Background: an optimization exercise with open tools, aiming at small area and a short achievable clock period. Do not read the settings as production practice.
Where RTL was checked, it was by simulation tests only, not by an equivalence proof against the original.
For runs 2 to 5 and 7, only the layout was checked, not whether the RTL still works.

==> design/flow/design.v <==
module fpmul_queue_wrapper #(
  parameter int DW    = 32,
  parameter int DEPTH = 4,
  parameter int CNT_W = $clog2(DEPTH) + 1
) (
  input  logic          Clk,
  input  logic          Rst_n,
  input  logic [2:0]    A,
  input  logic          WE,
  input  logic          RE,
  input  logic [DW-1:0] InData,
  output logic [DW-1:0] OutData,
  output logic          irq,
  output logic          done_sig
);
  localparam int PW = $clog2(DEPTH);
  localparam logic [CNT_W-1:0] FULL = CNT_W'(DEPTH);
  localparam logic [8:0] E_ZERO   = 9'd0;
  localparam logic [8:0] E_ZERO_D = 9'd1;
  localparam logic [8:0] E_NAN_D  = 9'd509;
  localparam logic [8:0] E_INF    = 9'd510;
  localparam logic [8:0] E_NAN    = 9'd511;
  logic wr_opa, wr_opb, wr_ctrl, rd_pop, flush, err_clr;
  logic cmd_full, cmd_empty, res_empty, res_full, cmd_push, cmd_pop, res_push, res_pop;
  logic [DW-1:0]    opa_q, opb_q;
  logic             irq_en_q, ovf_q, unf_q;
  logic [PW-1:0]    cmd_rd_q, res_rd_q;
  logic [CNT_W-1:0] cmd_cnt_q, res_cnt_q;
  logic [2:0]       ph_q;
  logic             drop_q;
  assign wr_opa    = WE && (A == 3'd0);
  assign wr_opb    = WE && (A == 3'd1);
  assign wr_ctrl   = WE && (A == 3'd5);
  assign rd_pop    = RE && (A == 3'd2);
  assign flush     = wr_ctrl && InData[1];
  assign err_clr   = wr_ctrl && InData[0];
  assign cmd_full  = (cmd_cnt_q == FULL);
  assign cmd_empty = (cmd_cnt_q == '0);
  assign res_empty = (res_cnt_q == '0);
  assign res_full  = (res_cnt_q == FULL);
  assign cmd_push  = wr_opb && !cmd_full;
  assign res_pop   = rd_pop && !res_empty && !flush;
  assign cmd_pop   = (ph_q == 3'd1) && !flush;
  assign res_push  = (ph_q == 3'd7) && !flush;
  assign irq       = irq_en_q && !res_empty;
  assign done_sig  = res_push;
  logic [7:0]  ea, eb;
  logic [22:0] fa, fb;
  logic        a_z, b_z, a_m, b_m, a_fz, b_fz, nan_r, inf_r, zero_r, dnf;
  logic [8:0]  esum_in;
  logic [55:0] cmd_in;
  assign ea   = opa_q[30:23];
  assign eb   = InData[30:23];
  assign fa   = opa_q[22:0];
  assign fb   = InData[22:0];
  assign a_z  = (ea == 8'h00);
  assign b_z  = (eb == 8'h00);
  assign a_m  = (ea == 8'hFF);
  assign b_m  = (eb == 8'hFF);
  assign a_fz = (fa == '0);
  assign b_fz = (fb == '0);
  assign nan_r  = (a_m && !a_fz) || (b_m && !b_fz) || (a_m && b_z) || (b_m && a_z);
  assign inf_r  = a_m || b_m;
  assign zero_r = a_z || b_z;
  assign dnf    = (a_z && !a_fz) || (b_z && !b_fz);
  always_comb begin
    if (nan_r)       esum_in = dnf ? E_NAN_D : E_NAN;
    else if (inf_r)  esum_in = E_INF;
    else if (zero_r) esum_in = dnf ? E_ZERO_D : E_ZERO;
    else             esum_in = 9'(ea) + 9'(eb);
  end
  assign cmd_in = {opa_q[31] ^ InData[31], esum_in, fa, fb};
  logic [55:0] cmd_mem_q [DEPTH];
  logic [31:0] res_mem_q [DEPTH];
  logic [55:0] cmd_head;
  logic [31:0] res_head, res_in;
  logic [PW-1:0] cmd_wr, res_wr;
  assign cmd_wr   = cmd_rd_q + PW'(cmd_cnt_q);
  assign res_wr   = res_rd_q + PW'(res_cnt_q);
  assign cmd_head = cmd_mem_q[cmd_rd_q];
  assign res_head = res_mem_q[res_rd_q];
  always_ff @(posedge Clk) begin
    if (cmd_push) cmd_mem_q[cmd_wr] <= cmd_in;
    if (res_push) res_mem_q[res_wr] <= res_in;
  end
  logic        sign_q;
  logic [8:0]  esum_q;
  logic [22:0] am_q, bm_q;
  logic [25:0] r_q;
  logic        s_q;
  logic [23:0] r_in;
  logic [27:0] sum;
  logic        ph0, ph1;
  assign ph0  = (ph_q == 3'd0);
  assign ph1  = (ph_q == 3'd1);
  assign r_in = ph1 ? 24'd0 : r_q[25:2];
  assign sum  = 28'(r_in) + 28'({1'b1, am_q}) * 28'(bm_q[3:0]);
  always_ff @(posedge Clk) begin
    if (ph0) begin
      sign_q <= cmd_head[55];
      esum_q <= cmd_head[54:46];
      am_q   <= cmd_head[45:23];
      bm_q   <= cmd_head[22:0];
    end else begin
      bm_q   <= {4'hF, bm_q[22:4]};
    end
    r_q <= sum[27:2];
    s_q <= (!ph1 && (s_q || (|r_q[1:0]))) || (|sum[1:0]);
  end
  logic        norm, g, st, rnd, cy;
  logic [22:0] frac_t, frac_r;
  logic [9:0]  e_r;
  logic        spec, s_nan, s_inf, s_dnf;
  always_comb begin
    norm   = r_q[25];
    frac_t = norm ? r_q[24:2] : r_q[23:1];
    g      = norm ? r_q[1] : r_q[0];
    st     = s_q || (norm && r_q[0]);
    rnd    = g && (st || frac_t[0]);
    {cy, frac_r} = {1'b0, frac_t} + 24'(rnd);
    e_r    = 10'(esum_q) + 10'(norm) + 10'(cy) - 10'd127;
    spec   = (esum_q == E_ZERO) || (esum_q == E_ZERO_D) || (esum_q == E_NAN_D) ||
             (esum_q == E_INF) || (esum_q == E_NAN);
    s_nan  = (esum_q == E_NAN) || (esum_q == E_NAN_D);
    s_inf  = (esum_q == E_INF);
    s_dnf  = (esum_q == E_ZERO_D) || (esum_q == E_NAN_D);
    if (spec) begin
      if (s_nan)      res_in = {1'b0, 8'hFF, 1'b1, 21'b0, s_dnf};
      else if (s_inf) res_in = {sign_q, 8'hFF, 23'b0};
      else            res_in = {sign_q, 8'h00, 22'b0, s_dnf};
    end else if (!e_r[9] && (e_r[8] || (e_r[7:0] == 8'hFF))) begin
      res_in = {sign_q, 8'hFF, 21'b0, 1'b1, 1'b0};           
    end else if (e_r[9] || (e_r[7:0] == 8'h00)) begin
      res_in = {sign_q, 8'h00, 21'b0, 1'b1, 1'b0};           
    end else begin
      res_in = {sign_q, e_r[7:0], frac_r};
    end
  end
  logic go;
  assign go = !cmd_empty && !res_full && !flush;
  always_ff @(posedge Clk or negedge Rst_n) begin
    if (!Rst_n) begin
      ph_q      <= 3'd0;
      drop_q    <= 1'b0;
      opa_q     <= '0;
      opb_q     <= '0;
      irq_en_q  <= 1'b0;
      ovf_q     <= 1'b0;
      unf_q     <= 1'b0;
      cmd_rd_q  <= '0;
      cmd_cnt_q <= '0;
      res_rd_q  <= '0;
      res_cnt_q <= '0;
    end else begin
      case (ph_q)
        3'd0:    ph_q <= go ? 3'd1 : 3'd0;
        3'd6:    ph_q <= (drop_q || flush) ? 3'd0 : 3'd7;
        3'd7:    ph_q <= 3'd0;
        default: ph_q <= ph_q + 3'd1;
      endcase
      drop_q <= !ph0 && (drop_q || flush);
      if (wr_opa) opa_q <= InData;
      if (wr_opb) opb_q <= InData;
      if (wr_ctrl) irq_en_q <= InData[2];
      ovf_q <= err_clr ? 1'b0 : (ovf_q | (wr_opb && cmd_full));
      unf_q <= err_clr ? 1'b0 : (unf_q | (rd_pop && res_empty));
      if (flush) begin
        cmd_rd_q  <= '0;
        cmd_cnt_q <= '0;
        res_rd_q  <= '0;
        res_cnt_q <= '0;
      end else begin
        cmd_rd_q  <= cmd_rd_q + PW'(cmd_pop);
        cmd_cnt_q <= cmd_cnt_q + CNT_W'(cmd_push) - CNT_W'(cmd_pop);
        res_rd_q  <= res_rd_q + PW'(res_pop);
        res_cnt_q <= res_cnt_q + CNT_W'(res_push) - CNT_W'(res_pop);
      end
    end
  end
  logic [31:0] rp;
  logic        r_ff, r_00, r_sp, busy;
  assign rp   = res_head;
  assign r_ff = (rp[30:23] == 8'hFF);
  assign r_00 = (rp[30:23] == 8'h00);
  assign r_sp = r_ff || r_00;
  assign busy = !ph0 || !cmd_empty;
  always_comb begin
    OutData = '0;
    case (A)
      3'd0: OutData = opa_q;
      3'd1: OutData = opb_q;
      3'd2: if (!res_empty) OutData = {rp[31:2], rp[1:0] & {2{!r_sp}}};
      3'd3: if (!res_empty) OutData = {26'b0, r_ff && rp[1], r_00 && rp[1], r_ff && rp[22],
                                       r_ff && !rp[22], r_sp && rp[0], r_00};
      3'd4: OutData = DW'({8'b0, 8'(cmd_cnt_q), 8'(res_cnt_q), 3'b0,
                           irq_en_q, busy, cmd_full, ovf_q, unf_q});
      3'd5: OutData = DW'({irq_en_q, 2'b0});
      default: OutData = '0;
    endcase
  end
endmodule
==> design/flow/run.sh <==
#!/bin/bash
# synth_recipe.tcl (not shown) runs the flow's synth.tcl, then flattens the netlist and writes it again
# the make line also repeats each setting of config.mk as NAME=value (left out here)
make -C /OpenROAD-flow-scripts/flow DESIGN_CONFIG=/design/flow/config.mk WORK_HOME=/design/flow/orfs CLKGATE_MAP_FILE= SYNTH_SCRIPT=/design/flow/synth_recipe.tcl finish
==> design/flow/config.mk <==
export PLATFORM = sky130hd
export DESIGN_NAME = fpmul_queue_wrapper
export DESIGN_NICKNAME = fpmul_queue_wrapper
export VERILOG_FILES = /design/flow/design.v
export SDC_FILE = /design/flow/constraint.sdc
export NUM_CORES = 4
export LEC_CHECK = 0
export CAP_MARGIN = 20
export CORE_MARGIN = 2
export CORE_UTILIZATION = 40
export SLEW_MARGIN = 20
==> design/flow/constraint.sdc <==
create_clock -name core_clock -period 12.0 [get_ports {Clk}]
set_input_delay 2.4000 -clock core_clock [delete_from_list [all_inputs] [get_ports {Clk}]]
set_output_delay 2.4000 -clock core_clock [all_outputs]
set_load 0.01 [all_outputs]
==> impl_metrics.json, run 1 <==
{
  "finalSetupViolCount": 0,
  "synth_edf_count": 385,
  "ys.warnings.count": 1,
  "coreArea_um2": 61700,
  "synth_cell_types": 70,
  "yosysSeqAreaShare_pct": 58.3,
  "cp.required_ns": 9.60,
  "path_clk_slew_ns": 0.06,
  "cts_resized": 0,
  "synth_xor_area_share_pct": 2.73,
  "synthTopCellsByArea": "edfxtp_1 46%, dfrtp_1 8.1%, mux4_2 8.0%",
  "synthSimpleGateAreaFrac_pct": 8.44,
  "placed_cells": 2613,
  "rsz0062_at_grt": "no",
  "period_needed_ns": 7.36,
  "outcome": "timing/DRC/antenna clean",
  "grt_pass1_vias": 15426,
  "hpwl_mm": 41.5,
  "dieArea_um2": 64500,
  "drtAntennaViolNets": 0,
  "period_share_pct": 61.4,
  "hold_path.class": "reg2reg",
  "hold_violations": 0,
  "grt_overflow": 0,
  "avgSynthCellArea_um2": 14.2,
  "final_cell_mix": "385 x edfxtp_1, 142 x inv_1, 100 x and2_1",
  "htree_levels": 2,
  "grt.total_usage_pct": 19.3,
  "clock-sinks": 516,
  "synth.cell_area_um2": 25000,
  "finalMaxSlewViolations": 0,
  "synthCells": 1757,
  "clk_path_buf_depth": 3,
  "antenna_found_initial": 0,
  "end_kind": "output pin",
  "muxShareOfSynthArea_pct": 12.7,
  "grt_start_max_net_pins": 60,
  "startpoint_type": "input port",
  "grt_pass1_wl_mm": 93.5,
  "busiest_layer": "met2",
  "async_reset_ff_share_pct": 15.7,
  "synth_fa_ha_area_share_pct": 8.84,
  "worstMarginPinSlew_ns": 0.982,
  "grtUsageMet1_pct": 26.1,
  "synth.top_cell.area_share_pct": 46.2,
  "wl_per_cell_um": 22.3,
  "syn_to_final_growth_pct": 14.0,
  "row_count": 91,
  "antennaDiodeCount": 0,
  "cts_root_buffer": "clkbuf_16",
  "synth.net_count": 1930,
  "start_util_pct": 40.5,
  "yosys.area.top_type": "edfxtp_1",
  "grtUsageMet3_pct": 2.83,
  "dieWidth_um": 254,
  "synth_top_family_by_area": "multiplexers",
  "finalSetupTns_ns": 0,
  "die_h_um": 254,
  "route.detailed.drc": 0,
  "synth-compound-area-share_pct": 5.61,
  "routed_via_density": 5.42,
  "worstPathArrival_ns": 4.96,
  "max_freq_ghz": 0.136,
  "cts_tree": "built",
  "final_common_cell": "edfxtp_1",
  "drv_cap": 0,
  "drive_above_1_share_pct": 16.0,
  "drtIter0Drc": 1333,
  "timing.rr.start": "r_q[25]",
  "drt_wl_total_mm": 60.4,
  "final_nets": 2006,
  "clkLatencyLatePin_ns": 0.60,
  "ys.flop_type": "edfxtp_1",
  "vias": 14700,
  "port_buffers": 72,
  "cts_setup_buffers": 0,
  "gp_congestion": 0.878,
  "cp_max_fo": 22,
  "path_class": "in2out",
  "whs_ns": 0.454,
  "use_met2_pct": 32.6,
  "startpoint": "A[2]",
  "fin_worst_skew_ns": 0.0183,
  "synth_seq_cells": 516,
  "fin_cells": 2713,
  "io_pins": 73,
  "cts_buffers": 53,
  "hp-start": "bm_q[13]",
  "relSlewSlack_pct": 34.2,
  "cts_hold_buffers": 0,
  "firstDrtPassIters": 6
}
[metal layers]
layer	routed length [um]	vias up
li1	-	6607
met4	1460	0
met3	2790	72
met1	26800	7649
met2	29300	372
met5	0	-
[area by class of cell]
| cell class | count | area [um^2] |
|---|---|---|
| clock buffers | 70 | 1440 |
| inverters | 142 | 533 |
| multi-input cells | 1025 | 9650 |
| well taps | 837 | 1050 |
| repair buffers | 95 | 931 |
| clock inverters | 28 | 309 |
| fillers | 5509 | 33200 |
| flip-flops and latches | 516 | 14600 |
[final timing paths]
| path | to | cells past startpoint | slack (ns) |
|---|---|---|---|
| worst max-delay path | OutData[5] | 8 | 4.64 |
| worst min register to register | bm_q[9] | 1 | 0.45 |
| max in group asynchronous | cmd_rd_q[0] | 2 | 9.13 |
| worst max register to register | res_mem_q[0][4] | 16 | 6.04 |
| worst min-delay path | bm_q[9] | 1 | 0.45 |
| min in group asynchronous | res_cnt_q[2] | 1 | 1.74 |
[synthesized netlist by cell type, drive strengths merged (24+ instances only)]
library cell and instances:
mux2 86, mux4 89, nor2 86, dfrtp 81
xor2 27, buf 26, clkbuf 48, nand3 24
o21ai 48, inv 142, fa 71, nand2 100
edfxtp 385, and2 101, dfxtp 50, xnor2 51
ha 63, a21oi 52
[through the flow]
stage	util [%]	setup slack, ns	cell area, um^2
after global routing	46.2	4.46	28500
after detailed placement	43.3	4.70	26700
after floorplan	-	5.53	25000
after global placement	43.3	4.81	26700
final	46.2	4.64	28500
after CTS	46.1	4.69	28500
[critical path, stage by stage]
cell and delay [ns]:
clkdlybuf4s50_1 0.88, inv_1 0.17, nand2_1 0.15, nor2_1 0.05, buf_4 0.25, a222oi_1 0.42, nand2_1 0.13, clkdlybuf4s50_1 0.50
[registers in the layout, indices dropped and copies added (netlist names), 3 cells and up]
| signal | cells |
|---|---|
| cmd_mem_q | 224 |
| res_mem_q | 128 |
| opa_q | 32 |
| opb_q | 32 |
| r_q | 26 |
| am_q | 23 |
| bm_q | 23 |
| esum_q | 9 |
| cmd_cnt_q | 3 |
| ph_q | 3 |
| res_cnt_q | 3 |
[logic make-up after synthesis]
kind of cell             Yosys count
flip-flops                       516
AND/OR/NAND/NOR                  413
buffers and inverters            216
AO/OA/AOI/OAI                    205
multiplexers                     195
adder cells (fa/ha/maj)          134
XOR/XNOR                          78
==> run 2: changes to the inputs <==
--- a/design/flow/design.v
+++ b/design/flow/design.v
@@ -23,6 +23,7 @@
   logic wr_opa, wr_opb, wr_ctrl, rd_pop, flush, err_clr;
   logic cmd_full, cmd_empty, res_empty, res_full, cmd_push, cmd_pop, res_push, res_pop;
   logic [DW-1:0]    opa_q, opb_q;
+  logic             va_q, vb_q;
   logic             irq_en_q, ovf_q, unf_q;
   logic [PW-1:0]    cmd_rd_q, res_rd_q;
   logic [CNT_W-1:0] cmd_cnt_q, res_cnt_q;
@@ -53,11 +54,11 @@
   assign eb   = InData[30:23];
   assign fa   = opa_q[22:0];
   assign fb   = InData[22:0];
-  assign a_z  = (ea == 8'h00);
+  assign a_z  = !va_q || (ea == 8'h00);
   assign b_z  = (eb == 8'h00);
-  assign a_m  = (ea == 8'hFF);
+  assign a_m  = va_q && (ea == 8'hFF);
   assign b_m  = (eb == 8'hFF);
-  assign a_fz = (fa == '0);
+  assign a_fz = !va_q || (fa == '0);
   assign b_fz = (fb == '0);
   assign nan_r  = (a_m && !a_fz) || (b_m && !b_fz) || (a_m && b_z) || (b_m && a_z);
   assign inf_r  = a_m || b_m;
@@ -69,7 +70,7 @@
     else if (zero_r) esum_in = dnf ? E_ZERO_D : E_ZERO;
     else             esum_in = 9'(ea) + 9'(eb);
   end
-  assign cmd_in = {opa_q[31] ^ InData[31], esum_in, fa, fb};
+  assign cmd_in = {(va_q && opa_q[31]) ^ InData[31], esum_in, fa, fb};
   logic [55:0] cmd_mem_q [DEPTH];
   logic [31:0] res_mem_q [DEPTH];
   logic [55:0] cmd_head;
@@ -142,8 +143,8 @@
     if (!Rst_n) begin
       ph_q      <= 3'd0;
       drop_q    <= 1'b0;
-      opa_q     <= '0;
-      opb_q     <= '0;
+      va_q      <= 1'b0;
+      vb_q      <= 1'b0;
       irq_en_q  <= 1'b0;
       ovf_q     <= 1'b0;
       unf_q     <= 1'b0;
@@ -159,8 +160,8 @@
         default: ph_q <= ph_q + 3'd1;
       endcase
       drop_q <= !ph0 && (drop_q || flush);
-      if (wr_opa) opa_q <= InData;
-      if (wr_opb) opb_q <= InData;
+      if (wr_opa) va_q <= 1'b1;
+      if (wr_opb) vb_q <= 1'b1;
       if (wr_ctrl) irq_en_q <= InData[2];
       ovf_q <= err_clr ? 1'b0 : (ovf_q | (wr_opb && cmd_full));
       unf_q <= err_clr ? 1'b0 : (unf_q | (rd_pop && res_empty));
@@ -177,6 +178,10 @@
       end
     end
   end
+  always_ff @(posedge Clk) begin
+    if (wr_opa) opa_q <= InData;
+    if (wr_opb) opb_q <= InData;
+  end
   logic [31:0] rp;
   logic        r_ff, r_00, r_sp, busy;
   assign rp   = res_head;
@@ -187,8 +192,8 @@
   always_comb begin
     OutData = '0;
     case (A)
-      3'd0: OutData = opa_q;
-      3'd1: OutData = opb_q;
+      3'd0: if (va_q) OutData = opa_q;
+      3'd1: if (vb_q) OutData = opb_q;
       3'd2: if (!res_empty) OutData = {rp[31:2], rp[1:0] & {2{!r_sp}}};
       3'd3: if (!res_empty) OutData = {26'b0, r_ff && rp[1], r_00 && rp[1], r_ff && rp[22],
                                        r_ff && !rp[22], r_sp && rp[0], r_00};
--- a/design/flow/config.mk
+++ b/design/flow/config.mk
@@ -8,4 +8,5 @@
 export CAP_MARGIN = 20
 export CORE_MARGIN = 2
 export CORE_UTILIZATION = 40
+export SETUP_SLACK_MARGIN = 5
 export SLEW_MARGIN = 20
==> impl_metrics.json, run 2 <==
{
  "fillCellCount": 5379,
  "start_util_pct": 40.3,
  "synth.top_cell.area_share_pct": 54.4,
  "finalSetupTns_ns": 0,
  "grt_overflow": 0,
  "die_h_um": 253,
  "htree_levels": 2,
  "yosysMostFrequentCell": "edfxtp_1",
  "worstPathArrival_ns": 4.50,
  "syn_to_final_growth_pct": 14.3,
  "worstMarginPinSlew_ns": 1.04,
  "drtAntennaViolNets": 0,
  "synth-compound-area-share_pct": 6.23,
  "clkLatencyLatePin_ns": 0.62,
  "coreArea_um2": 61500,
  "startpoint_type": "input port",
  "end_kind": "output pin",
  "cp.required_ns": 9.60,
  "grt_pass1_vias": 14908,
  "yosys.area.top_type": "edfxtp_1",
  "path_class": "in2out",
  "cts_hold_buffers": 0,
  "synth_edf_count": 449,
  "relSlewSlack_pct": 30.3,
  "timing.rr.start": "r_q[25]",
  "critPathSlowestCell": "clkdlybuf4s50_1",
  "synth.net_count": 1864,
  "drive_above_1_share_pct": 14.7,
  "routed_via_density": 5.59,
  "reg2regPathDepth": 15,
  "regArea_um2": 15000,
  "finalMaxSlewViolations": 0,
  "cts_tree": "built",
  "synth_top_family_by_area": "multiplexers",
  "synth_fa_ha_area_share_pct": 8.92,
  "cpPeakStageDelay_ns": 0.59,
  "grt_start_max_net_pins": 60,
  "muxShareOfSynthArea_pct": 9.40,
  "wl_per_cell_um": 23.3,
  "gp_congestion": 0.923,
  "port_buffers": 72,
  "multi_input_area_um2": 9090,
  "dieArea_um2": 64000,
  "whs_ns": 0.460,
  "path_cells": "clkdlybuf4s15_2 -> nor3b_2 -> nor2b_4 -> buf_4 -> nand2_1 -> o211ai_1 -> clkdlybuf4s50_1",
  "hold_path.class": "reg2reg",
  "io_pins": 73,
  "synth.cell_area_um2": 24800,
  "hp-start": "bm_q[21]",
  "drv_cap": 0,
  "rsz0062_at_grt": "yes",
  "cp.buffers_inverters": 3,
  "hold_depth": 1,
  "synthTopCellsByArea": "edfxtp_1 54%, mux4_2 7.9%, fa_1 5.7%",
  "largest_reg_flops": 224,
  "synthCells": 1691,
  "finalSetupViolCount": 0,
  "worst_slack_ns": 5.10,
  "place_ws_ns": 4.08,
  "cp_max_fo": 21,
  "antennaDiodeCount": 0,
  "hpwl_mm": 41.5,
  "max_freq_ghz": 0.145,
  "route.detailed.drc": 0,
  "fin_worst_skew_ns": 0.0308,
  "row_count": 91,
  "clk_path_buf_depth": 3,
  "drt_wl_total_mm": 60.8,
  "antenna_found_initial": 0,
  "cpLargestDelayFamily": "buffers and inverters",
  "yosysSeqAreaShare_pct": 60.4,
  "synth_cell_types": 73,
  "firstDrtPassIters": 7,
  "final_common_cell": "edfxtp_1",
  "avgSynthCellArea_um2": 14.7,
  "hold_violations": 0,
  "final_cell_mix": "449 x edfxtp_1, 141 x inv_1, 107 x and2_1",
  "cts_buffers": 53,
  "ys.flop_type": "edfxtp_1",
  "synth_xor_area_share_pct": 2.69,
  "ff2ff_setup_slack_ns": 6.40,
  "dieWidth_um": 253,
  "min_to": "bm_q[17]",
  "top_regs": "cmd_mem_q: 224 flops, res_mem_q: 128 flops",
  "clock-sinks": 518,
  "drtIter0Drc": 1366,
  "vias": 14558,
  "period_needed_ns": 6.90,
  "grt_pass1_wl_mm": 92.8,
  "largest-register": "cmd_mem_q",
  "synth_seq_cells": 518,
  "period_share_pct": 57.5,
  "rr_endpoint": "res_mem_q[2][2]",
  "final_nets": 1941,
  "synthSimpleGateAreaFrac_pct": 9.01,
  "synth.top_cells.by_count": "449 x edfxtp_1, 141 x inv_1, 108 x and2_1",
  "ys.warnings.count": 1,
  "async_reset_ff_share_pct": 3.67,
  "grt.total_usage_pct": 19.3,
  "outcome": "timing/DRC/antenna clean",
  "path_clk_slew_ns": 0.06,
  "cts_root_buffer": "clkbuf_16"
}
[run 2: worst reg2reg max path: stages (launching register included)]
cell,delay [ns]
dfxtp_2,0.63
nand2_1,0.28
a2111oi_4,0.68
nand3_2,0.27
nor4_4,0.37
nand3_1,0.19
ha_1,0.33
inv_1,0.04
ha_1,0.20
fa_1,0.49
and4_1,0.22
xnor2_1,0.19
a41o_1,0.30
a311o_1,0.34
buf_4,0.24
a21oi_1,0.56
[run 2: worst max path at each step]
stage | from | to | slack [ns] | depth (start not counted)
after detailed placement | A[1] | OutData[0] | 4.08 | 7
final | A[1] | OutData[0] | 5.10 | 7
after global routing | A[1] | OutData[0] | 4.98 | 7
after floorplan | A[0] | cmd_mem_q[0][0] | 4.87 | 5
after CTS | A[0] | OutData[2] | 5.10 | 7
after global placement | A[1] | OutData[0] | 4.12 | 7
[run 2: repair_timing]
| item | CTS | global route |
|---|---|---|
| endpoints found under the hold margin | 0 | 0 |
| endpoints found under the setup margin | 33 | 9 |
| buffers inserted | 2 | 0 |
| resized for setup | 14 | 2 |
| pin swaps | 1 | 0 |
[run 2: logic make-up (layout without fill, tap and decap cells)]
logic type / after synthesis / count (layout)
flops: 518 / 518
fa+ha+maj: 134 / 134
mux: 121 / 121
xor+xnor: 76 / 76
simple gates: 421 / 421
compound gates: 208 / 208
buf+inv: 213 / 335
[run 2: final cells by class]
type	instances	area share, %
multi-input cells	960	32.1
flip-flops and latches	518	52.9
clock buffers	72	5.18
inverters	141	1.87
well taps	790	3.49
repair buffers	94	3.23
clock inverters	28	1.26
[run 2: per-stage QoR]
step	cells	cell area (um^2)	utilization [%]
global placement	2500	26400	43.0
floorplan	1691	24800	-
CTS	2602	28300	46.0
global route	2603	28300	46.1
finish	2603	28300	46.1
detailed placement	2500	26400	43.0
[run 2: layer usage]
metal	routed length (um)	vias to the layer above	part of all wire (%)	GRT usage [%]
met5	0	-	0	0
met4	1530	0	2.5	5.33
met2	28600	443	47	30.8
met1	27100	7542	45	27.3
li1	-	6487	-	-
met3	3570	86	5.9	3.48
==> run 3: changes to the inputs <==
--- a/design/flow/config.mk
+++ b/design/flow/config.mk
@@ -8,5 +8,5 @@
 export CAP_MARGIN = 20
 export CORE_MARGIN = 2
 export CORE_UTILIZATION = 40
-export SETUP_SLACK_MARGIN = 5
+export SETUP_SLACK_MARGIN = 3
 export SLEW_MARGIN = 20
==> impl_metrics.json, run 3 <==
{
  "outcome": "timing/DRC/antenna clean",
  "clk_path_buf_depth": 3,
  "synthCells": 1691,
  "final_area_um2": 28300,
  "ys.flop_type": "edfxtp_1",
  "relSlewSlack_pct": 37.9,
  "htree_levels": 2,
  "cts_root_buffer": "clkbuf_16",
  "synth_cell_types": 73,
  "place_ws_ns": 4.18,
  "io_pins": 73,
  "top_regs": "cmd_mem_q: 224 flops, res_mem_q: 128 flops",
  "grt_pass1_vias": 14796,
  "synth.cell_area_um2": 24800,
  "worstMarginPinSlew_ns": 0.931,
  "path_cells": "clkdlybuf4s50_1 -> nor3b_1 -> nor2b_2 -> buf_4 -> nand2_1 -> o211ai_1 -> clkdlybuf4s50_1",
  "path_clk_slew_ns": 0.06,
  "worst_slack_ns": 4.05,
  "grt.total_usage_pct": 19.2,
  "cts_tree": "built",
  "largest-register": "cmd_mem_q",
  "cts_buffers": 53,
  "synth.net_count": 1864,
  "port_buffers": 72,
  "rsz0062_at_grt": "no",
  "wl_per_cell_um": 23.3,
  "final_common_cell": "edfxtp_1",
  "synth.top_cells.by_count": "449 x edfxtp_1, 141 x inv_1, 108 x and2_1",
  "period_needed_ns": 7.95,
  "finalSetupViolCount": 0,
  "antenna_found_initial": 0,
  "dpl_cell_area_um2": 26400,
  "drtIter0Drc": 1304,
  "coreArea_um2": 61500,
  "clkLatencyLatePin_ns": 0.62,
  "start_util_pct": 40.3,
  "whs_ns": 0.455,
  "final_nets": 1941,
  "grt_overflow": 0,
  "critPathSlowestCell": "nor2b_2",
  "cts_hold_buffers": 0,
  "gp_congestion": 0.940,
  "clock-sinks": 518,
  "synth_edf_count": 449,
  "cp.required_ns": 9.60,
  "cp_common_cell": "clkdlybuf4s50_1",
  "row_count": 91,
  "avgSynthCellArea_um2": 14.7,
  "largest_reg_flops": 224,
  "ys.warnings.count": 1,
  "synth.top_cell.area_share_pct": 54.4,
  "yosys.area.top_type": "edfxtp_1",
  "startpoint": "A[1]",
  "hold_violations": 0,
  "hold_path.class": "reg2reg",
  "final_util_pct": 46.0,
  "fillCellCount": 5413,
  "hpwl_mm": 41.6,
  "route.detailed.drc": 0,
  "startpoint_type": "input port",
  "drive_above_1_share_pct": 14.2,
  "timing.rr.start": "r_q[25]",
  "finalSetupTns_ns": 0,
  "die_h_um": 253,
  "vias": 14592,
  "cts_resized": 0,
  "antennaDiodeCount": 0,
  "period_share_pct": 66.3,
  "syn_to_final_growth_pct": 14.1,
  "end_kind": "output pin",
  "final_cell_mix": "449 x edfxtp_1, 141 x inv_1, 108 x and2_1",
  "routed_via_density": 5.61,
  "drt_wl_total_mm": 60.6,
  "cp_max_fo": 21,
  "hp-start": "bm_q[17]",
  "dieArea_um2": 64000,
  "grt_start_max_net_pins": 60,
  "yosysMostFrequentCell": "edfxtp_1",
  "async_reset_ff_share_pct": 3.67,
  "synth_seq_cells": 518,
  "fin_worst_skew_ns": 0.0353,
  "yosysSeqAreaShare_pct": 60.4,
  "synthTopCellsByArea": "edfxtp_1 54%, mux4_2 7.9%, fa_1 5.7%",
  "cts_setup_buffers": 0,
  "path_class": "in2out",
  "grt_pass1_wl_mm": 92.3,
  "worstPathArrival_ns": 5.55,
  "drv_cap": 0,
  "cp.buffers_inverters": 3,
  "finalMaxSlewViolations": 0,
  "firstDrtPassIters": 6,
  "cpLargestDelayFamily": "buffers and inverters",
  "cpPeakStageDelay_ns": 0.69,
  "dieWidth_um": 253,
  "drtAntennaViolNets": 0,
  "max_freq_ghz": 0.126
}
run 3: final timing paths:
check,to,slack (ns),cells after the start
worst max-delay path,OutData[0],4.05,7
worst min-delay path,bm_q[13],0.45,1
worst max register to register,res_mem_q[3][2],5.99,16
worst min register to register,bm_q[13],0.45,1
max in group asynchronous,cmd_rd_q[0],9.84,1
min in group asynchronous,va_q,1.76,1
run 3: through the flow:
step           instances
2_1_floorplan       1691
3_3_place_gp        2501
3_5_place_dp        2502
4_1_cts             2601
5_1_grt             2602
6_report            2602
run 3: area by class of cell:
type,count,area [um^2],area share [%]
clock buffer,72,1490,5.26
inverter,141,529,1.87
sequential,518,15000,53.0
timing repair buffer,94,906,3.20
tap,790,988,3.50
multi-input combinational,960,9050,32.0
clock inverter,27,337,1.19
run 3: cells by family (layout without fill, tap and decap cells):
logic type	count (synthesis)	count (layout)	share of synthesized area [%]
fa+ha+maj	134	134	8.92
simple gates	421	421	9.01
buf+inv	213	334	3.39
compound gates	208	208	6.23
flops	518	518	60.4
mux	121	121	9.40
xor+xnor	76	76	2.69
run 3: worst reg2reg max path: stages (launching register included):
cell       delay (ns)
dfxtp_2          0.76
buf_4            0.44
nand2_1          0.24
a2111oi_4        0.67
nand3_2          0.26
nor4_4           0.39
nand3_1          0.17
ha_1             0.31
inv_1            0.04
ha_1             0.20
fa_1             0.48
and4_1           0.21
xnor2_1          0.19
a41o_1           0.31
a311o_1          0.36
buf_4            0.24
a21oi_1          0.48
run 3: routing by layer:
metal	up-vias	part of all wire [%]	global-route usage [%]
li1	6487	-	-
met1	7535	44	27.2
met2	487	47	30.9
met3	83	6.0	2.74
met4	0	2.5	5.83
met5	-	0	0
==> run 4: changes to the inputs <==
--- a/design/flow/design.v
+++ b/design/flow/design.v
@@ -95,7 +95,18 @@
   assign ph0  = (ph_q == 3'd0);
   assign ph1  = (ph_q == 3'd1);
   assign r_in = ph1 ? 24'd0 : r_q[25:2];
-  assign sum  = 28'(r_in) + 28'({1'b1, am_q}) * 28'(bm_q[3:0]);
+  logic [27:0] pp0, pp1, pp2, pp3, s1, c1, s2, c2, s3, c3;
+  assign pp0 = 28'({1'b1, am_q} & {24{bm_q[0]}});
+  assign pp1 = 28'({1'b1, am_q} & {24{bm_q[1]}}) << 1;
+  assign pp2 = 28'({1'b1, am_q} & {24{bm_q[2]}}) << 2;
+  assign pp3 = 28'({1'b1, am_q} & {24{bm_q[3]}}) << 3;
+  assign s1  = 28'(r_in) ^ pp0 ^ pp1;
+  assign c1  = ((28'(r_in) & pp0) | (28'(r_in) & pp1) | (pp0 & pp1)) << 1;
+  assign s2  = s1 ^ c1 ^ pp2;
+  assign c2  = ((s1 & c1) | (s1 & pp2) | (c1 & pp2)) << 1;
+  assign s3  = s2 ^ c2 ^ pp3;
+  assign c3  = ((s2 & c2) | (s2 & pp3) | (c2 & pp3)) << 1;
+  assign sum = s3 + c3;
   always_ff @(posedge Clk) begin
     if (ph0) begin
       sign_q <= cmd_head[55];
--- a/design/flow/config.mk
+++ b/design/flow/config.mk
@@ -8,5 +8,6 @@
 export CAP_MARGIN = 20
 export CORE_MARGIN = 2
 export CORE_UTILIZATION = 40
-export SETUP_SLACK_MARGIN = 3
+export CTS_BUF_LIST = sky130_fd_sc_hd__clkbuf_4 sky130_fd_sc_hd__clkbuf_8
+export SETUP_SLACK_MARGIN = 5
 export SLEW_MARGIN = 20
==> impl_metrics.json, run 4 <==
{
  "clock-sinks": 518,
  "relSlewSlack_pct": 28.5,
  "startpoint_type": "input port",
  "grt_pass1_wl_mm": 90.1,
  "final_common_cell": "edfxtp_1",
  "synthTopCellsByArea": "edfxtp_1 55%, mux4_2 8.0%, fa_1 6.1%",
  "yosysSeqAreaShare_pct": 61.2,
  "avgSynthCellArea_um2": 14.8,
  "routed_via_density": 5.54,
  "wl_per_cell_um": 22.4,
  "fillCellCount": 5299,
  "yosys.area.top_type": "edfxtp_1",
  "synth_cell_types": 86,
  "clk_path_buf_depth": 3,
  "cts_root_buffer": "clkbuf_8",
  "clkLatencyLatePin_ns": 0.66,
  "ys.warnings.count": 1,
  "dieWidth_um": 251,
  "antenna_found_initial": 0,
  "finalSetupViolCount": 0,
  "row_count": 90,
  "antennaDiodeCount": 0,
  "ys.flop_type": "edfxtp_1",
  "cts_tree": "built",
  "path_clk_slew_ns": 0.06,
  "outcome": "timing/DRC/antenna clean",
  "grt_overflow": 0,
  "drtAntennaViolNets": 0,
  "firstDrtPassIters": 10,
  "hold_violations": 0,
  "path_class": "in2out",
  "coreArea_um2": 60400,
  "htree_levels": 3,
  "cp.required_ns": 9.60,
  "gp_congestion": 0.841,
  "top_regs": "cmd_mem_q: 224 flops, res_mem_q: 128 flops",
  "cp_max_fo": 31,
  "worstPathArrival_ns": 4.40,
  "drtIter0Drc": 1375,
  "async_reset_ff_share_pct": 3.67,
  "drt_wl_total_mm": 58.9,
  "synth_seq_cells": 518,
  "drv_cap": 0,
  "max_freq_ghz": 0.147,
  "dieArea_um2": 63100,
  "synthCells": 1648,
  "io_pins": 73,
  "cts_buffers": 87,
  "end_kind": "output pin",
  "synth.net_count": 1816,
  "period_share_pct": 56.7,
  "grt_pass1_vias": 15089,
  "synth.top_cell.area_share_pct": 55.2,
  "largest_reg_flops": 224,
  "port_buffers": 72,
  "cts_hold_buffers": 0,
  "worstMarginPinSlew_ns": 1.07,
  "synth.cell_area_um2": 24400,
  "die_h_um": 251,
  "drive_above_1_share_pct": 18.0,
  "rsz0062_at_grt": "no",
  "yosysMostFrequentCell": "edfxtp_1",
  "finalSetupTns_ns": 0,
  "final_nets": 1934,
  "whs_ns": 0.458,
  "synth.top_cells.by_count": "449 x edfxtp_1, 154 x nand2_1, 108 x inv_1",
  "final_cell_mix": "449 x edfxtp_1, 154 x nand2_1, 108 x inv_1",
  "route.detailed.drc": 0,
  "vias": 14535,
  "start_util_pct": 40.5,
  "period_needed_ns": 6.80,
  "grt_start_max_net_pins": 60,
  "hpwl_mm": 40.0,
  "largest-register": "cmd_mem_q",
  "grt.total_usage_pct": 18.9,
  "finalMaxSlewViolations": 0,
  "synth_edf_count": 449,
  "ff2ff_setup_slack_ns": 6.01,
  "syn_to_final_growth_pct": 14.6,
  "fin_worst_skew_ns": 0.0261,
  "hold_path.class": "reg2reg"
}
run 4: path summary, 6_finish.rpt:
path | startpoint | endpoint | depth (start not counted)
setup / recovery | A[0] | OutData[6] | 7
hold / removal | bm_q[20] | bm_q[16] | 1
setup reg to reg | r_q[25] | res_mem_q[2][16] | 20
hold reg to reg | bm_q[20] | bm_q[16] | 1
max in group asynchronous | Rst_n | cmd_rd_q[0] | 1
min in group asynchronous | Rst_n | res_cnt_q[1] | 1
run 4: area by class of cell:
type | count | area (um^2) | share of cell area [%]
Sequential cell | 518 | 15000 | 53.4
Multi-Input combinational cell | 952 | 8850 | 31.6
Clock buffer | 138 | 1680 | 6.00
Tap cell | 782 | 978 | 3.49
Timing Repair Buffer | 98 | 930 | 3.32
Inverter | 109 | 409 | 1.46
Clock inverter | 25 | 188 | 0.670
run 4: metal layers:
metal  vias up  track usage, %  share of wire, %
met1      7454            26.2                44
li1       6480               -                 -
met4         0            4.68               1.7
met2       520            30.8                48
met5         -               0                 0
met3        81            3.58               6.3
run 4: what timing repair did:
item | 4_1_cts | 5_1_grt
cloned | 0 | 0
buffers inserted | 1 | 0
gates resized for setup | 14 | 5
setup endpoints to repair | 33 | 2
pin swaps | 2 | 1
run 4: cells by family (layout without fill, tap and decap cells):
group / Yosys count / after routing / synth area share, %
buffers and inverters: 178 / 370 / 2.92
multiplexers: 121 / 121 / 9.53
AND/OR/NAND/NOR: 433 / 433 / 9.11
AO/OA/AOI/OAI: 206 / 206 / 6.03
XOR/XNOR: 63 / 63 / 2.29
flip-flops: 518 / 518 / 61.2
adder cells (fa/ha/maj): 129 / 129 / 8.88
run 4: metrics by stage:
step | std cells | utilization [%] | area (um^2) | setup slack, ns
floorplan | 1648 | - | 24400 | 5.41
detailed placement | 2457 | 43.2 | 26100 | 4.25
finish | 2622 | 46.4 | 28000 | 5.20
global placement | 2457 | 43.2 | 26100 | 4.37
global route | 2622 | 46.4 | 28000 | 5.05
CTS | 2621 | 46.4 | 28000 | 5.01
run 4: worst max-delay path: stages:
cell and delay, ns:
clkbuf_4 0.19, nor2_1 0.10, and3b_1 0.17, buf_4 0.25, a222oi_1 0.68, inv_1 0.08
clkdlybuf4s50_1 0.50
==> run 5: changes to the inputs <==
==> design/flow/flow/run.sh (new file) <==
#!/bin/bash
set -euo pipefail
bash standard.sh SETUP_SLACK_MARGIN=6.5 finish > standard.log 2>&1
==> design/flow/standard.sh (new file) <==
#!/bin/bash
# synth_recipe.tcl (not shown) runs the flow's synth.tcl, then flattens the netlist and writes it again
# the make line also repeats each setting of config.mk as NAME=value (left out here)
make -C /OpenROAD-flow-scripts/flow DESIGN_CONFIG=/design/flow/config.mk WORK_HOME=/design/flow/orfs CLKGATE_MAP_FILE= SYNTH_SCRIPT=/design/flow/synth_recipe.tcl "${@:-finish}"
--- a/design/flow/config.mk
+++ b/design/flow/config.mk
@@ -9,5 +9,4 @@
 export CORE_MARGIN = 2
 export CORE_UTILIZATION = 40
 export CTS_BUF_LIST = sky130_fd_sc_hd__clkbuf_4 sky130_fd_sc_hd__clkbuf_8
-export SETUP_SLACK_MARGIN = 5
 export SLEW_MARGIN = 20
removed: design/flow/run.sh
==> impl_metrics.json, run 5 <==
{
  "cp_max_fo": 4,
  "dieArea_um2": 63100,
  "max_freq_ghz": 0.162,
  "worstMarginPinSlew_ns": 0.991,
  "placed_cells": 2456,
  "htree_levels": 3,
  "cts_buffers": 88,
  "synth_top_family_by_area": "multiplexers",
  "drt_wl_total_mm": 61.1,
  "cp.buffers_inverters": 5,
  "synth_cell_types": 86,
  "hp-start": "bm_q[19]",
  "finalSetupTns_ns": 0,
  "drv_cap": 0,
  "drive_above_1_share_pct": 22.8,
  "clk_path_buf_depth": 3,
  "min_to": "bm_q[15]",
  "period_needed_ns": 6.17,
  "cts_root_buffer": "clkbuf_8",
  "cp_common_cell": "buf_12",
  "outcome": "timing/DRC/antenna clean",
  "hold_path.class": "reg2reg",
  "firstDrtPassIters": 9,
  "drtAntennaViolNets": 0,
  "path_cells": "buf_12 -> nor4bb_4 -> buf_6 -> buf_16 -> buf_12 -> a221o_1 -> a21oi_2 -> o21ai_1 -> buf_2",
  "period_share_pct": 51.4,
  "start_util_pct": 40.5,
  "reg2regPathDepth": 17,
  "worst_slack_ns": 5.83,
  "gp_congestion": 0.861,
  "timing.rr.start": "ph_q[1]",
  "clkLatencyLatePin_ns": 0.68,
  "synth_edf_count": 449,
  "yosysSeqAreaShare_pct": 61.2,
  "synthTopCellsByArea": "edfxtp_1 55%, mux4_2 8.0%, fa_1 6.1%",
  "cpPeakStageDelay_ns": 0.32,
  "route.detailed.drc": 0,
  "final_nets": 1984,
  "worstPathArrival_ns": 3.77,
  "row_count": 90,
  "cts_tree": "built",
  "relSlewSlack_pct": 34.0,
  "grt_overflow": 0,
  "final_cell_mix": "449 x edfxtp_1, 151 x nand2_1, 107 x inv_1",
  "largest-register": "cmd_mem_q",
  "avgSynthCellArea_um2": 14.8,
  "hpwl_mm": 39.7,
  "rsz0062_at_grt": "yes",
  "critPathSlowestCell": "a221o_1",
  "synth-compound-area-share_pct": 6.03,
  "fin_worst_skew_ns": 0.0270,
  "synth.net_count": 1816,
  "routed_via_density": 5.54,
  "hold_depth": 1,
  "clock-sinks": 518,
  "finalMaxSlewViolations": 0,
  "coreArea_um2": 60400,
  "yosys.area.top_type": "edfxtp_1",
  "dieWidth_um": 251,
  "grt_pass1_wl_mm": 92.0,
  "synth_fa_ha_area_share_pct": 8.88,
  "synth.cell_area_um2": 24400,
  "ys.warnings.count": 1,
  "vias": 14794,
  "largest_reg_flops": 224,
  "ys.flop_type": "edfxtp_1",
  "syn_to_final_growth_pct": 17.2,
  "synth.top_cells.by_count": "449 x edfxtp_1, 154 x nand2_1, 108 x inv_1",
  "antenna_found_initial": 0,
  "io_pins": 73,
  "grt_pass1_vias": 15246,
  "rr_endpoint": "r_q[25]",
  "end_kind": "output pin",
  "path_clk_slew_ns": 0.06,
  "drtIter0Drc": 1256,
  "grt_start_max_net_pins": 61,
  "synthCells": 1648,
  "antennaDiodeCount": 0,
  "startpoint_type": "input port",
  "synthSimpleGateAreaFrac_pct": 9.11,
  "async_reset_ff_share_pct": 3.67,
  "finalSetupViolCount": 0,
  "whs_ns": 0.451,
  "hold_violations": 0,
  "die_h_um": 251,
  "fin_cells": 2670,
  "worst-path-stages": 9,
  "grt.total_usage_pct": 19.4,
  "ff2ff_setup_slack_ns": 6.82,
  "cpLargestDelayFamily": "buffers and inverters",
  "wl_per_cell_um": 22.9,
  "synth.top_cell.area_share_pct": 55.2,
  "yosysMostFrequentCell": "edfxtp_1",
  "synth_xor_area_share_pct": 2.29,
  "port_buffers": 72,
  "cp.required_ns": 9.60,
  "top_regs": "cmd_mem_q: 224 flops, res_mem_q: 128 flops",
  "synth_seq_cells": 518,
  "muxShareOfSynthArea_pct": 9.53,
  "final_common_cell": "edfxtp_1",
  "path_class": "in2out",
  "place_ws_ns": 4.21
}
==> run 5: metal layers <==
metal | share of wire (%) | up-vias | global-route usage, %
met4 | 2.4 | 0 | 5.95
li1 | - | 6568 | -
met5 | 0 | - | 0
met2 | 48 | 508 | 32.0
met3 | 5.9 | 104 | 3.56
met1 | 43 | 7614 | 26.3
==> run 5: worst max path at each step <==
| stage | endpoint | start | slack (ns) |
|---|---|---|---|
| final | OutData[3] | A[0] | 5.83 |
| after global routing | OutData[3] | A[0] | 5.83 |
| after CTS | OutData[7] | A[0] | 5.81 |
| after detailed placement | OutData[7] | A[2] | 4.21 |
| after global placement | OutData[7] | A[2] | 4.26 |
| after floorplan | OutData[5] | A[0] | 6.20 |
==> run 5: metrics by stage <==
step	cell area [um^2]	util, %
after detailed placement	26100	43.3
after CTS	28500	47.2
final	28600	47.5
after floorplan	24600	-
after global placement	26100	43.3
after global routing	28600	47.5
==> run 5: cell type report <==
type | count | area, um^2
Inverter | 109 | 409
Multi-Input combinational cell | 952 | 8940
Timing Repair Buffer | 147 | 1470
Fill cell | 5184 | 31700
Clock inverter | 32 | 284
Tap cell | 782 | 978
Sequential cell | 518 | 15000
Clock buffer | 130 | 1600
==> run 5: cells by family after synthesis <==
family	after synthesis
AO/OA/AOI/OAI	206
XOR/XNOR	63
adder cells (fa/ha/maj)	129
buffers and inverters	178
flip-flops	518
multiplexers	121
AND/OR/NAND/NOR	433
==> run 5: repair_timing <==
item	in CTS	in global routing
setup endpoints to repair	138	141
hold buffers	0	0
cloned	4	0
buffers inserted	39	8
pin swaps	43	29
gates resized for setup	200	17
==> run 6: changes to the inputs <==
--- a/design/flow/design.v
+++ b/design/flow/design.v
@@ -106,7 +106,26 @@
   assign c2  = ((s1 & c1) | (s1 & pp2) | (c1 & pp2)) << 1;
   assign s3  = s2 ^ c2 ^ pp3;
   assign c3  = ((s2 & c2) | (s2 & pp3) | (c2 & pp3)) << 1;
-  assign sum = s3 + c3;
+  always_comb begin
+    logic [27:0] g, p, gg, pp;
+    g  = s3 & c3;
+    p  = s3 ^ c3;
+    gg = g;
+    pp = p;
+    for (int l = 0; l < 5; l++)
+      for (int i = 0; i < 28; i++)
+        if ((i + 1) % (2 << l) == 0) begin
+          gg[i] = gg[i] | (pp[i] & gg[i - (1 << l)]);
+          pp[i] = pp[i] & pp[i - (1 << l)];
+        end
+    for (int l = 3; l >= 0; l--)
+      for (int i = 0; i < 28; i++)
+        if ((i + 1) % (2 << l) == (1 << l) && i >= (2 << l)) begin
+          gg[i] = gg[i] | (pp[i] & gg[i - (1 << l)]);
+          pp[i] = pp[i] & pp[i - (1 << l)];
+        end
+    sum = p ^ {gg[26:0], 1'b0};
+  end
   always_ff @(posedge Clk) begin
     if (ph0) begin
       sign_q <= cmd_head[55];
==> design/flow/flow/run.sh (replaced) <==
#!/bin/bash
set -euo pipefail
CTS="-sink_clustering_enable -repair_clock_nets -dont_use_dummy_load"
CTS="$CTS -buf_list {sky130_fd_sc_hd__clkbuf_8 sky130_fd_sc_hd__clkbuf_16}"
CTS="$CTS -sink_clustering_size 20 -sink_clustering_max_diameter 100"
bash standard.sh SETUP_SLACK_MARGIN=6.5 "CTS_ARGS=$CTS" finish > standard.log 2>&1
--- a/design/flow/config.mk
+++ b/design/flow/config.mk
@@ -8,5 +8,4 @@
 export CAP_MARGIN = 20
 export CORE_MARGIN = 2
 export CORE_UTILIZATION = 40
-export CTS_BUF_LIST = sky130_fd_sc_hd__clkbuf_4 sky130_fd_sc_hd__clkbuf_8
 export SLEW_MARGIN = 20
==> impl_metrics.json, run 6 <==
{
  "final_cell_mix": "449 x edfxtp_1, 133 x nand2_1, 132 x inv_1",
  "end_kind": "output pin",
  "synth.net_count": 1763,
  "cts_buffers": 30,
  "gp_congestion": 0.886,
  "hold_path.class": "reg2reg",
  "yosysSeqAreaShare_pct": 61.7,
  "relSlewSlack_pct": 32.0,
  "antenna_found_initial": 3,
  "drv_cap": 0,
  "coreArea_um2": 60100,
  "largest_reg_flops": 224,
  "period_needed_ns": 6.24,
  "largest-register": "cmd_mem_q",
  "firstDrtPassIters": 9,
  "synth_cell_types": 72,
  "synth_edf_count": 449,
  "ys.warnings.count": 1,
  "path_clk_slew_ns": 0.08,
  "syn_to_final_growth_pct": 12.7,
  "drive_above_1_share_pct": 18.2,
  "async_reset_ff_share_pct": 3.67,
  "worstMarginPinSlew_ns": 1.02,
  "yosysMostFrequentCell": "edfxtp_1",
  "synth.cell_area_um2": 24300,
  "startpoint_type": "input port",
  "fin_worst_skew_ns": 0.0456,
  "finalSetupViolCount": 0,
  "cp_max_fo": 5,
  "finalMaxSlewViolations": 0,
  "grt_overflow": 0,
  "multi_input_area_um2": 8710,
  "cts_root_buffer": "clkbuf_16",
  "hold_violations": 0,
  "io_pins": 73,
  "synth.top_cell.area_share_pct": 55.6,
  "fillCellCount": 5263,
  "max_freq_ghz": 0.160,
  "clk_path_buf_depth": 3,
  "synthCells": 1586,
  "cts_tree": "built",
  "period_share_pct": 52.0,
  "regArea_um2": 15000,
  "htree_levels": 1,
  "final_nets": 1871,
  "worstPathArrival_ns": 3.84,
  "row_count": 90,
  "clock-sinks": 518,
  "dieArea_um2": 62600,
  "antennaDiodeCount": 0,
  "drtAntennaViolNets": 0,
  "hpwl_mm": 40.8,
  "start_util_pct": 40.3,
  "synth_seq_cells": 518,
  "synthTopCellsByArea": "edfxtp_1 56%, mux4_2 7.8%, fa_1 7.0%",
  "cp.required_ns": 9.60,
  "final_area_um2": 27300,
  "outcome": "timing/DRC/antenna clean",
  "dieWidth_um": 250,
  "clkLatencyLatePin_ns": 0.61,
  "wl_per_cell_um": 24.2,
  "drt_wl_total_mm": 59.9,
  "routed_via_density": 5.55,
  "vias": 13739,
  "final_util_pct": 45.4,
  "grt_start_max_net_pins": 60,
  "avgSynthCellArea_um2": 15.3,
  "final_common_cell": "edfxtp_1",
  "die_h_um": 250,
  "port_buffers": 72,
  "grt.total_usage_pct": 19.3,
  "route.detailed.drc": 0,
  "grt_pass1_vias": 13975,
  "dpl_cell_area_um2": 26000,
  "ys.flop_type": "edfxtp_1",
  "drtIter0Drc": 1302,
  "synth.top_cells.by_count": "449 x edfxtp_1, 139 x nand2_1, 133 x inv_1",
  "finalSetupTns_ns": 0,
  "yosys.area.top_type": "edfxtp_1",
  "rsz0062_at_grt": "yes",
  "top_regs": "cmd_mem_q: 224 flops, res_mem_q: 128 flops",
  "grt_pass1_wl_mm": 90.0,
  "path_class": "in2out"
}
## run 6: what timing repair did
item | CTS | global route
gates cloned | 5 | 1
pin swaps | 45 | 33
endpoints found under the hold margin | 0 | 0
setup buffers | 23 | 16
resized for setup | 184 | 34
endpoints found under the setup margin | 117 | 124
hold buffers | 0 | 0
## run 6: worst paths after layout
path                       slack [ns]               end  depth (start not counted)      from
max                              5.76        OutData[9]                          7      A[0]
min                              0.46           bm_q[6]                          1  bm_q[10]
max reg2reg                      6.76  res_mem_q[2][22]                         16   r_q[25]
min reg2reg                      0.46           bm_q[6]                          1  bm_q[10]
max in group asynchronous        8.93       cmd_rd_q[0]                          1     Rst_n
min in group asynchronous        2.35       res_rd_q[1]                          1     Rst_n
## run 6: layout make-up
cell class / count / share of cell area, %
Tap cell: 782 / 3.58
Inverter: 133 / 1.84
Timing Repair Buffer: 147 / 5.21
Clock buffer: 30 / 2.75
Multi-Input combinational cell: 864 / 31.9
Sequential cell: 518 / 54.8
## run 6: through the flow
step                instances  worst slack (ns)  hold WS (ns)
floorplan                1586              6.06         0.434
global route             2474              5.71         0.480
detailed placement       2399              4.17         0.441
finish                   2474              5.76         0.458
global placement         2399              4.24         0.440
CTS                      2457              5.79         0.461
## run 6: metal layers
layer  track usage (%)  wire [um]
met2              31.5      28400
met4              7.25       2560
met1              25.6      24900
met5                 0         37
met3              3.73       4010
## run 6: kinds of logic after synthesis
family,share of synthesized area (%)
xor+xnor,2.42
compound gates,4.63
buf+inv,3.42
flops,61.7
fa+ha+maj,9.75
simple gates,8.17
mux,9.94
## run 6: worst max-delay path, stage by stage
cell and delay (ns):
buf_12 0.12, nor4bb_4 0.15, buf_6 0.13, buf_12 0.13
a222oi_1 0.54, nand2_1 0.18, buf_2 0.19
==> run 7: changes to the inputs <==
--- a/design/flow/design.v
+++ b/design/flow/design.v
@@ -219,18 +219,21 @@
   assign r_00 = (rp[30:23] == 8'h00);
   assign r_sp = r_ff || r_00;
   assign busy = !ph0 || !cmd_empty;
-  always_comb begin
-    OutData = '0;
-    case (A)
-      3'd0: if (va_q) OutData = opa_q;
-      3'd1: if (vb_q) OutData = opb_q;
-      3'd2: if (!res_empty) OutData = {rp[31:2], rp[1:0] & {2{!r_sp}}};
-      3'd3: if (!res_empty) OutData = {26'b0, r_ff && rp[1], r_00 && rp[1], r_ff && rp[22],
-                                       r_ff && !rp[22], r_sp && rp[0], r_00};
-      3'd4: OutData = DW'({8'b0, 8'(cmd_cnt_q), 8'(res_cnt_q), 3'b0,
-                           irq_en_q, busy, cmd_full, ovf_q, unf_q});
-      3'd5: OutData = DW'({irq_en_q, 2'b0});
-      default: OutData = '0;
+  logic [31:0] rd_p, rd_f, rd_s, rd_c, rd_lo, rd_hi;
+  logic        en_lo;
+  assign rd_p = {rp[31:2], rp[1:0] & {2{!r_sp}}};
+  assign rd_f = {26'b0, r_ff && rp[1], r_00 && rp[1], r_ff && rp[22],
+                 r_ff && !rp[22], r_sp && rp[0], r_00};
+  assign rd_s = DW'({8'b0, 8'(cmd_cnt_q), 8'(res_cnt_q), 3'b0,
+                     irq_en_q, busy, cmd_full, ovf_q, unf_q});
+  assign rd_c = DW'({irq_en_q, 2'b0});
+  always_comb begin
+    case (A[1:0])
+      2'd0:    begin rd_lo = opa_q; en_lo = va_q;       rd_hi = rd_s; end
+      2'd1:    begin rd_lo = opb_q; en_lo = vb_q;       rd_hi = rd_c; end
+      2'd2:    begin rd_lo = rd_p;  en_lo = !res_empty; rd_hi = '0;   end
+      default: begin rd_lo = rd_f;  en_lo = !res_empty; rd_hi = '0;   end
     endcase
+    OutData = A[2] ? rd_hi : (rd_lo & {32{en_lo}});
   end
 endmodule
==> impl_metrics.json, run 7 <==
{
  "place_ws_ns": 4.60,
  "syn_to_final_growth_pct": 14.2,
  "firstDrtPassIters": 5,
  "grt_pass1_vias": 14326,
  "rsz0062_at_grt": "yes",
  "relSlewSlack_pct": 35.7,
  "hold_violations": 0,
  "port_buffers": 72,
  "startpoint_type": "input port",
  "finalSetupViolCount": 0,
  "top_regs": "cmd_mem_q: 224 flops, res_mem_q: 128 flops",
  "finalMaxSlewViolations": 0,
  "largest-register": "cmd_mem_q",
  "cp.required_ns": 9.60,
  "synth.top_cells.by_count": "449 x edfxtp_1, 183 x nand2_1, 122 x inv_1",
  "cts_buffers": 31,
  "ys.flop_type": "edfxtp_1",
  "period_needed_ns": 6.25,
  "async_reset_ff_share_pct": 3.67,
  "yosysSeqAreaShare_pct": 61.5,
  "avgSynthCellArea_um2": 14.5,
  "drtAntennaViolNets": 0,
  "worstPathArrival_ns": 3.85,
  "path_clk_slew_ns": 0.08,
  "routed_via_density": 5.47,
  "antennaDiodeCount": 0,
  "grt_pass1_wl_mm": 88.5,
  "cts_hold_buffers": 0,
  "largest_reg_flops": 224,
  "period_share_pct": 52.1,
  "cts_root_buffer": "clkbuf_16",
  "grt_overflow": 0,
  "fillCellCount": 5249,
  "synth_edf_count": 449,
  "end_kind": "output pin",
  "synthTopCellsByArea": "edfxtp_1 55%, mux4_2 8.5%, fa_1 7.0%",
  "route.detailed.drc": 0,
  "htree_levels": 1,
  "fin_worst_skew_ns": 0.0473,
  "outcome": "timing/DRC/antenna clean",
  "synth_cell_types": 61,
  "ys.warnings.count": 1,
  "yosys.area.top_type": "edfxtp_1",
  "drtIter0Drc": 1203,
  "antenna_found_initial": 4,
  "cp_max_fo": 6,
  "finalSetupTns_ns": 0,
  "grt.total_usage_pct": 18.8,
  "synthCells": 1676,
  "drive_above_1_share_pct": 17.3,
  "row_count": 90,
  "worst_slack_ns": 5.75,
  "synth_seq_cells": 518,
  "final_cell_mix": "449 x edfxtp_1, 179 x nand2_1, 120 x inv_1",
  "grt_start_max_net_pins": 60,
  "vias": 13955,
  "drv_cap": 0,
  "coreArea_um2": 60200,
  "clock-sinks": 518,
  "cts_tree": "built",
  "synth.cell_area_um2": 24300,
  "gp_congestion": 0.878,
  "dieWidth_um": 251,
  "final_common_cell": "edfxtp_1",
  "hold_path.class": "reg2reg",
  "hpwl_mm": 39.0,
  "path_class": "in2out",
  "synth.net_count": 1853,
  "die_h_um": 251,
  "yosysMostFrequentCell": "edfxtp_1",
  "io_pins": 73,
  "start_util_pct": 40.4,
  "wl_per_cell_um": 23.1,
  "clkLatencyLatePin_ns": 0.61,
  "worstMarginPinSlew_ns": 0.965,
  "drt_wl_total_mm": 58.8,
  "synth.top_cell.area_share_pct": 55.4,
  "final_nets": 1947,
  "clk_path_buf_depth": 3,
  "dieArea_um2": 62800,
  "max_freq_ghz": 0.160
}
==> run 7: cell types whose count changed in the layout (fill, tap and decap cells not counted), moves of 12 or more <==
cell / delta
buf_6: +12
buf_2: -22
nor2_4: +19
a21oi_1: +37
inv_1: -12
buf_4: -15
mux2i_1: +19
mux2_2: -18
nand2_1: +46
a222oi_1: -31
nor2_1: +29
==> run 7: metal layers <==
metal / global-route usage [%] / vias up / part of all wire [%]
li1: - / 6240 / -
met1: 25.9 / 7230 / 43
met2: 30.0 / 394 / 47
met3: 3.72 / 89 / 6.7
met4: 6.18 / 2 / 3.0
met5: 0 / - / 0.022
==> run 7: critical path: stages <==
cell and delay (ns):
buf_12 0.11, buf_12 0.12, mux2_4 0.29, o211ai_1 0.23, buf_4 0.16, buf_8 0.13, o21bai_4 0.16, o22ai_2 0.10
buf_2 0.16
==> run 7: worst paths after layout <==
check | start | to | slack (ns) | depth (start not counted)
max | A[0] | OutData[2] | 5.75 | 9
min | bm_q[18] | bm_q[14] | 0.43 | 2
max reg2reg | ph_q[0] | r_q[24] | 6.84 | 17
min reg2reg | bm_q[18] | bm_q[14] | 0.43 | 2
max in group asynchronous | Rst_n | cmd_rd_q[0] | 9.02 | 1
min in group asynchronous | Rst_n | unf_q | 2.32 | 1
==> run 7: timing repair <==
| item | in CTS | in global routing |
|---|---|---|
| setup endpoints to repair | 106 | 156 |
| buffers inserted | 19 | 8 |
| cloned | 4 | 2 |
| resized for setup | 197 | 38 |
| pin swaps | 5 | 8 |
| endpoints found under the hold margin | 0 | 0 |
==> run 7: through the flow <==
step	instances	area (um^2)	hold WS [ns]	util, %
floorplan	1676	24800	0.399	-
global placement	2486	26300	0.412	43.7
detailed placement	2486	26300	0.413	43.7
CTS	2540	27500	0.431	45.7
global route	2550	27800	0.447	46.1
finish	2550	27800	0.426	46.1
==> run 7: layout make-up <==
cell class | instances | area (um^2) | area share, %
multi-input combinational | 968 | 9190 | 33.1
tap | 782 | 978 | 3.52
sequential | 518 | 15000 | 53.8
inverter | 123 | 462 | 1.66
timing repair buffer | 128 | 1430 | 5.13
clock buffer | 31 | 776 | 2.79
==> run 7: kinds of logic (layout without fill, tap and decap cells) <==
group / count (synthesis) / count (layout) / synth area share (%)
AO/OA/AOI/OAI: 173 / 173 / 4.41
XOR/XNOR: 58 / 58 / 2.09
adder cells (fa/ha/maj): 138 / 138 / 9.72
buffers and inverters: 191 / 282 / 2.97
flip-flops: 518 / 518 / 61.5
multiplexers: 138 / 138 / 10.4
AND/OR/NAND/NOR: 460 / 461 / 8.91

==> separate check: timing with driven ports <==
In the flow no input, the clock included, has a driving cell. The finished layouts below were timed again as built, in two steps. Step 1, drivers: a clkbuf_16 drives Clk and a buf_2 each remaining input, both assumed. Step 2, shift: input delay + t, output delay - t, t = (earliest + latest rising clock arrival at the registers) / 2. This alone moves slack from input paths to output paths. Three values: ideal ports, drivers, drivers and shift; two values: the first two.
run	shift t [ns]	slack for setup (ns)	clock arrival spread, ns	slew at the worst register clock pin (ns)	worst data-port slew with drivers (ns)
run 1	0.651	4.637 / 4.599 / 4.599	0.021 / 0.022	0.07 / 0.07	0.05
run 2	0.661	5.100 / 5.068 / 5.068	0.032 / 0.032	0.07 / 0.07	0.06
run 3	0.662	4.045 / 4.013 / 4.013	0.036 / 0.036	0.07 / 0.07	0.06
run 4	0.706	5.201 / 5.178 / 5.178	0.027 / 0.027	0.07 / 0.07	0.05
run 5	0.722	5.835 / 5.773 / 5.773	0.028 / 0.027	0.08 / 0.08	0.08
run 6	0.642	5.756 / 5.605 / 5.605	0.046 / 0.046	0.09 / 0.09	0.16
run 7	0.649	5.753 / 5.702 / 5.702	0.048 / 0.048	0.09 / 0.09	0.07
After both steps setup and hold are still met in every run listed. For run 6, which loses most, drivers alone change the setup slack by -0.151 ns; drivers and shift together by -0.151 ns.
